What follows belongs to an exercise in optimizing a design on an open flow for small area, a short achievable clock period and few clock cycles per item; a production flow would make more cautious choices. At most, simulation tests tie the RTL to the original design; equivalence was not proved.

// multi_waveform_oscillator_mixer_core
module multi_waveform_oscillator_mixer_core (
   input  logic        clock,
   input  logic        reset,
   input  logic        req_tvalid,
   output logic        req_tready,
   input  logic [31:0] req_tdata,
   input  logic        req_tlast,
   output logic        rsp_tvalid,
   input  logic        rsp_tready,
   output logic [31:0] rsp_tdata,
   output logic        rsp_tlast,
   input  logic        csr_we,
   input  logic [2:0]  csr_index,
   input  logic [31:0] csr_wdata
);
Size: ~5200 cells after synthesis, ~110 I/O pins, roughly 44000 µm² of cells after synthesis.
make LEC_CHECK=0 CAP_MARGIN=20 CORE_MARGIN=2 CORE_UTILIZATION=40 SETUP_SLACK_MARGIN=5 SLEW_MARGIN=20 SYNTH_MEMORY_MAX_BITS=32768 finish   # period 10.0 ns
run.sh (not shown) runs the stock make flow with config.mk's settings and CLKGATE_MAP_FILE= SYNTH_SCRIPT=/design/flow/synth_recipe.tcl, a recipe that flattens the netlist after the stock synthesis.
Next try:
--- a/flow/design.v
+++ b/flow/design.v
@@ -1295,18 +1295,18 @@
             vm_ff <= 23'(vol_ff);
          end else if (vmc2_ff) begin
             vm_ff <= prod_lo[22:0];
          end
       end
    end
    logic        oadv;
    logic        take;
-   logic        o0_v, o1_v, o2_v, o3_v, o4_v, out_v, sk_v;
-   assign req_tready = o4_v && !sk_v;
+   logic        o0_v, o1_v, o2_v, o3_v, o4_v, out_v;
+   assign req_tready = o4_v && (!out_v || rsp_tready);
    assign take       = req_tvalid && req_tready;
    assign oadv       = !o4_v || take;
    always_ff @(posedge clock) begin
       if (reset || csr_we) begin
          o0_v <= 1'b0;
          o1_v <= 1'b0;
          o2_v <= 1'b0;
          o3_v <= 1'b0;
@@ -1314,16 +1314,25 @@
       end else if (oadv) begin
          o0_v <= 1'b1;
          o1_v <= o0_v;
          o2_v <= o1_v;
          o3_v <= o2_v;
          o4_v <= o3_v;
       end
    end
+   always_ff @(posedge clock) begin
+      if (reset) begin
+         out_v <= 1'b0;
+      end else if (take) begin
+         out_v <= 1'b1;
+      end else if (rsp_tready) begin
+         out_v <= 1'b0;
+      end
+   end
    logic [31:0] fphase_ff;
    logic [31:0] phase_ff;
    always_ff @(posedge clock) begin
       if (reset) begin
          fphase_ff <= '0;
       end else if (take) begin
          fphase_ff <= fphase_ff + step_ff;
       end
@@ -1493,41 +1502,18 @@
       end else if (v < -18'sd32768) begin
          sat16 = 16'h8000;
       end else begin
          sat16 = v[15:0];
       end
    endfunction
    assign sat_l = sat16(sum_l);
    assign sat_r = sat16(sum_r);
-   logic [32:0] new_d;
-   logic [32:0] sk_d;
    logic [32:0] out_d;
-   logic        out_free;
-   assign new_d    = {req_tlast, sat_r, sat_l};
-   assign out_free = !out_v || rsp_tready;
    always_ff @(posedge clock) begin
-      if (reset) begin
-         out_v <= 1'b0;
-         sk_v  <= 1'b0;
-      end else if (out_free) begin
-         out_v <= sk_v || take;
-         sk_v  <= sk_v && take;
-      end else begin
-         sk_v  <= sk_v || take;
-      end
-   end
-   always_ff @(posedge clock) begin
-      if (out_free) begin
-         if (sk_v) begin
-            out_d <= sk_d;
-         end else if (take) begin
-            out_d <= new_d;
-         end
-      end
-      if (take && (sk_v || !out_free)) begin
-         sk_d <= new_d;
+      if (take) begin
+         out_d <= {req_tlast, sat_r, sat_l};
       end
    end
    assign rsp_tvalid = out_v;
    assign rsp_tdata  = out_d[31:0];
    assign rsp_tlast  = out_d[32];
 endmodule
After rerunning:
- The changed run passed the timing, design-rule and antenna checks
- design area drops by 4.2%
- setup slack got worse by 0.30 ns
- wire length drops by 1.3%
- fmax drops by 5.2%
- register-to-register slack got worse by 0.30 ns
Function was not checked in any run of this note: the RTL went through the layout flow alone.

---

== the previous run ==
multi_waveform_oscillator_mixer_core, a different RTL version from the one above (not shown whole).
Size in the first run: ~4900 cells after synthesis.
export LEC_CHECK = 0
export CAP_MARGIN = 20
export CORE_MARGIN = 2
export CORE_UTILIZATION = 40
export SETUP_SLACK_MARGIN = 5
export SLEW_MARGIN = 20
export SYNTH_MEMORY_MAX_BITS = 32768
create_clock -name core_clock -period 10.0 [get_ports {clock}]
Testbench counts of the previous run, summed over its fixed seeds: cycles 2,400, items 2,048.
Setup changes, the previous run to the current run
--- a/flow/design.v
+++ b/flow/design.v
@@ -1316,34 +1316,34 @@
       end else begin
          vmc1_ff <= csr_we && ((csr_index == 3'd3) || (csr_index == 3'd4));
          vmc2_ff <= vmc1_ff;
          if (vmc1_ff) begin
             vm_ff <= 23'(vol_ff);
          end else if (vmc2_ff) begin
             vm_ff <= prod_lo[22:0];
          end
       end
    end
-   logic        restart;
+   logic        oadv;
    logic        take;
    logic        o0_v, o1_v, o2_v, o3_v, o4_v, out_v;
    assign req_tready = o4_v && (!out_v || rsp_tready);
    assign take       = req_tvalid && req_tready;
-   assign restart    = csr_we || (o4_v && !take);
+   assign oadv       = !o4_v || take;
    always_ff @(posedge clock) begin
-      if (reset || restart) begin
+      if (reset || csr_we) begin
          o0_v <= 1'b0;
          o1_v <= 1'b0;
          o2_v <= 1'b0;
          o3_v <= 1'b0;
          o4_v <= 1'b0;
-      end else begin
+      end else if (oadv) begin
          o0_v <= 1'b1;
          o1_v <= o0_v;
          o2_v <= o1_v;
          o3_v <= o2_v;
          o4_v <= o3_v;
       end
    end
    always_ff @(posedge clock) begin
       if (reset) begin
          out_v <= 1'b0;
@@ -1358,23 +1358,23 @@
    always_ff @(posedge clock) begin
       if (reset) begin
          fphase_ff <= '0;
       end else if (take) begin
          fphase_ff <= fphase_ff + step_ff;
       end
    end
    always_ff @(posedge clock) begin
       if (reset) begin
          phase_ff <= '0;
-      end else if (restart) begin
+      end else if (csr_we) begin
          phase_ff <= fphase_ff;
-      end else begin
+      end else if (oadv) begin
          phase_ff <= phase_ff + step_ff;
       end
    end
    logic [14:0] mir;
    logic [10:0] idx;
    assign mir = phase_ff[30] ? 15'd16384 - {1'b0, phase_ff[29:16]}
                              : {1'b0, phase_ff[29:16]};
    assign idx = phase_ff[30] ? 11'd1024 - {1'b0, phase_ff[29:20]}
                              : {1'b0, phase_ff[29:20]};
    logic [14:0] sine;
@@ -1406,22 +1406,24 @@
          3'd3:    sel0 = (phase_ff <= 32'h4000_0000) ? 29'd16384 : 29'd0;
          3'd4:    sel0 = 29'(mir);
          3'd5:    sel0 = 29'(saw_mag);
          default: sel0 = '0;
       endcase
    end
    assign neg0 = phase_ff[31] && !fold_ff && (wave_ff != 3'd3);
    logic        v0_neg;
    logic [28:0] v0_sel;
    always_ff @(posedge clock) begin
-      v0_neg <= neg0;
-      v0_sel <= sel0;
+      if (oadv) begin
+         v0_neg <= neg0;
+         v0_sel <= sel0;
+      end
    end
    logic [14:0] para;
    logic [14:0] w1;
    mwo_para u_para (
       .s (v0_sel),
       .w (para)
    );
    mwo_sine_sum u_sine_sum (
       .x     (v0_sel[24:22]),
       .base  (v0_sel[14:0]),
@@ -1437,21 +1439,21 @@
       endcase
    end
    logic [15:0] v1_x;
    logic        v1_neg;
    logic        v1_kc;
    always_ff @(posedge clock) begin
       if (vmc1_ff) begin
          v1_x   <= 16'(mix_ff);
          v1_neg <= 1'b0;
          v1_kc  <= 1'b0;
-      end else begin
+      end else if (oadv) begin
          v1_x   <= {v0_neg, w1 ^ {15{v0_neg}}};
          v1_neg <= v0_neg;
          v1_kc  <= 1'b1;
       end
    end
    logic [7:0]  b_one;
    logic [7:0]  b_two;
    logic [7:0]  b_ng;
    mwo_booth u_booth (
       .x   (v1_x),
@@ -1467,45 +1469,51 @@
       .neg (v1_neg),
       .kc  (v1_kc),
       .vm  (vm_ff),
       .pl  (prod_lo)
    );
    logic [31:0] v2_pl;
    logic [3:0]  v2_one;
    logic [3:0]  v2_two;
    logic [3:0]  v2_ng;
    always_ff @(posedge clock) begin
-      v2_pl  <= prod_lo;
-      v2_one <= b_one[7:4];
-      v2_two <= b_two[7:4];
-      v2_ng  <= b_ng[7:4];
+      if (oadv) begin
+         v2_pl  <= prod_lo;
+         v2_one <= b_one[7:4];
+         v2_two <= b_two[7:4];
+         v2_ng  <= b_ng[7:4];
+      end
    end
    mwo_mul_hi u_mul_hi (
       .onh (v2_one),
       .twh (v2_two),
       .ngh (v2_ng),
       .vm  (vm_ff),
       .pl  (v2_pl),
       .p   (prod)
    );
    logic [21:0] v2_t;
    always_ff @(posedge clock) begin
-      v2_t <= prod[38:17];
+      if (oadv) begin
+         v2_t <= prod[38:17];
+      end
    end
    logic [17:0] osc;
    mwo_div u_div (
       .t   (v2_t),
       .osc (osc)
    );
    logic [17:0] v3_osc;
    always_ff @(posedge clock) begin
-      v3_osc <= osc;
+      if (oadv) begin
+         v3_osc <= osc;
+      end
    end
    logic signed [17:0] sum_l;
    logic signed [17:0] sum_r;
    logic [15:0] sat_l;
    logic [15:0] sat_r;
    assign sum_l = $signed({{2{req_tdata[15]}}, req_tdata[15:0]}) + $signed(v3_osc);
    assign sum_r = $signed({{2{req_tdata[31]}}, req_tdata[31:16]}) + $signed(v3_osc);
    function automatic logic [15:0] sat16(input logic signed [17:0] v);
       if (v > 18'sd32767) begin
          sat16 = 16'h7FFF;
[summary]
- The current run vs the previous run, via count of the first global-routing pass went up by about 5%.
- Comparing max-slew headroom at the worst pin for the previous run and the current run, the smaller number came from the previous run.
- Going from the previous run to the current run, area growth from synthesis to final layout has increased, time the final worst path needs with I/O delays and setup has increased, worst setup slack has decreased.
- In the current run relative to the previous run, count of unique library cells instantiated by Yosys had gone down by a few percent.
Testbench counts of the current run, summed over its fixed seeds: cycles 2,400, items 2,048.

-- afterwards: timing with drivers on the ports --
The flow's constraints put no driver on any port. The routed layouts listed below were extracted and timed again, unchanged, in two steps.
Step 1, drivers: a clkbuf_16 drives clock and a buf_2 each remaining input, both assumed.
Step 2, shift: input delay + t, output delay - t, t = (earliest + latest rising clock arrival at the registers) / 2. This alone moves slack from input paths to output paths.
Three values: no drivers, after step 1, after step 2; two values: the first two.
run | t (ns) | slack for setup (ns) | worst hold slack (ns) | slew at the worst register clock pin (ns)
the first run of note 1 | 0.670 | 4.643 / 4.643 / 4.487 | 0.417 / 0.417 / 0.417 | 0.07 / 0.07
the second run of note 1 | 0.635 | 4.346 / 4.346 / 4.346 | 0.421 / 0.421 / 0.421 | 0.07 / 0.07
the previous run | 0.619 | 5.024 / 5.024 / 4.520 | 0.459 / 0.459 / 0.459 | 0.06 / 0.06
the current run | 0.653 | 4.847 / 4.847 / 4.512 | 0.453 / 0.453 / 0.453 | 0.08 / 0.08
After both steps every run listed still meets setup and hold. For the previous run, which loses most, drivers alone change the setup slack by 0.000 ns; drivers and shift together by -0.504 ns.
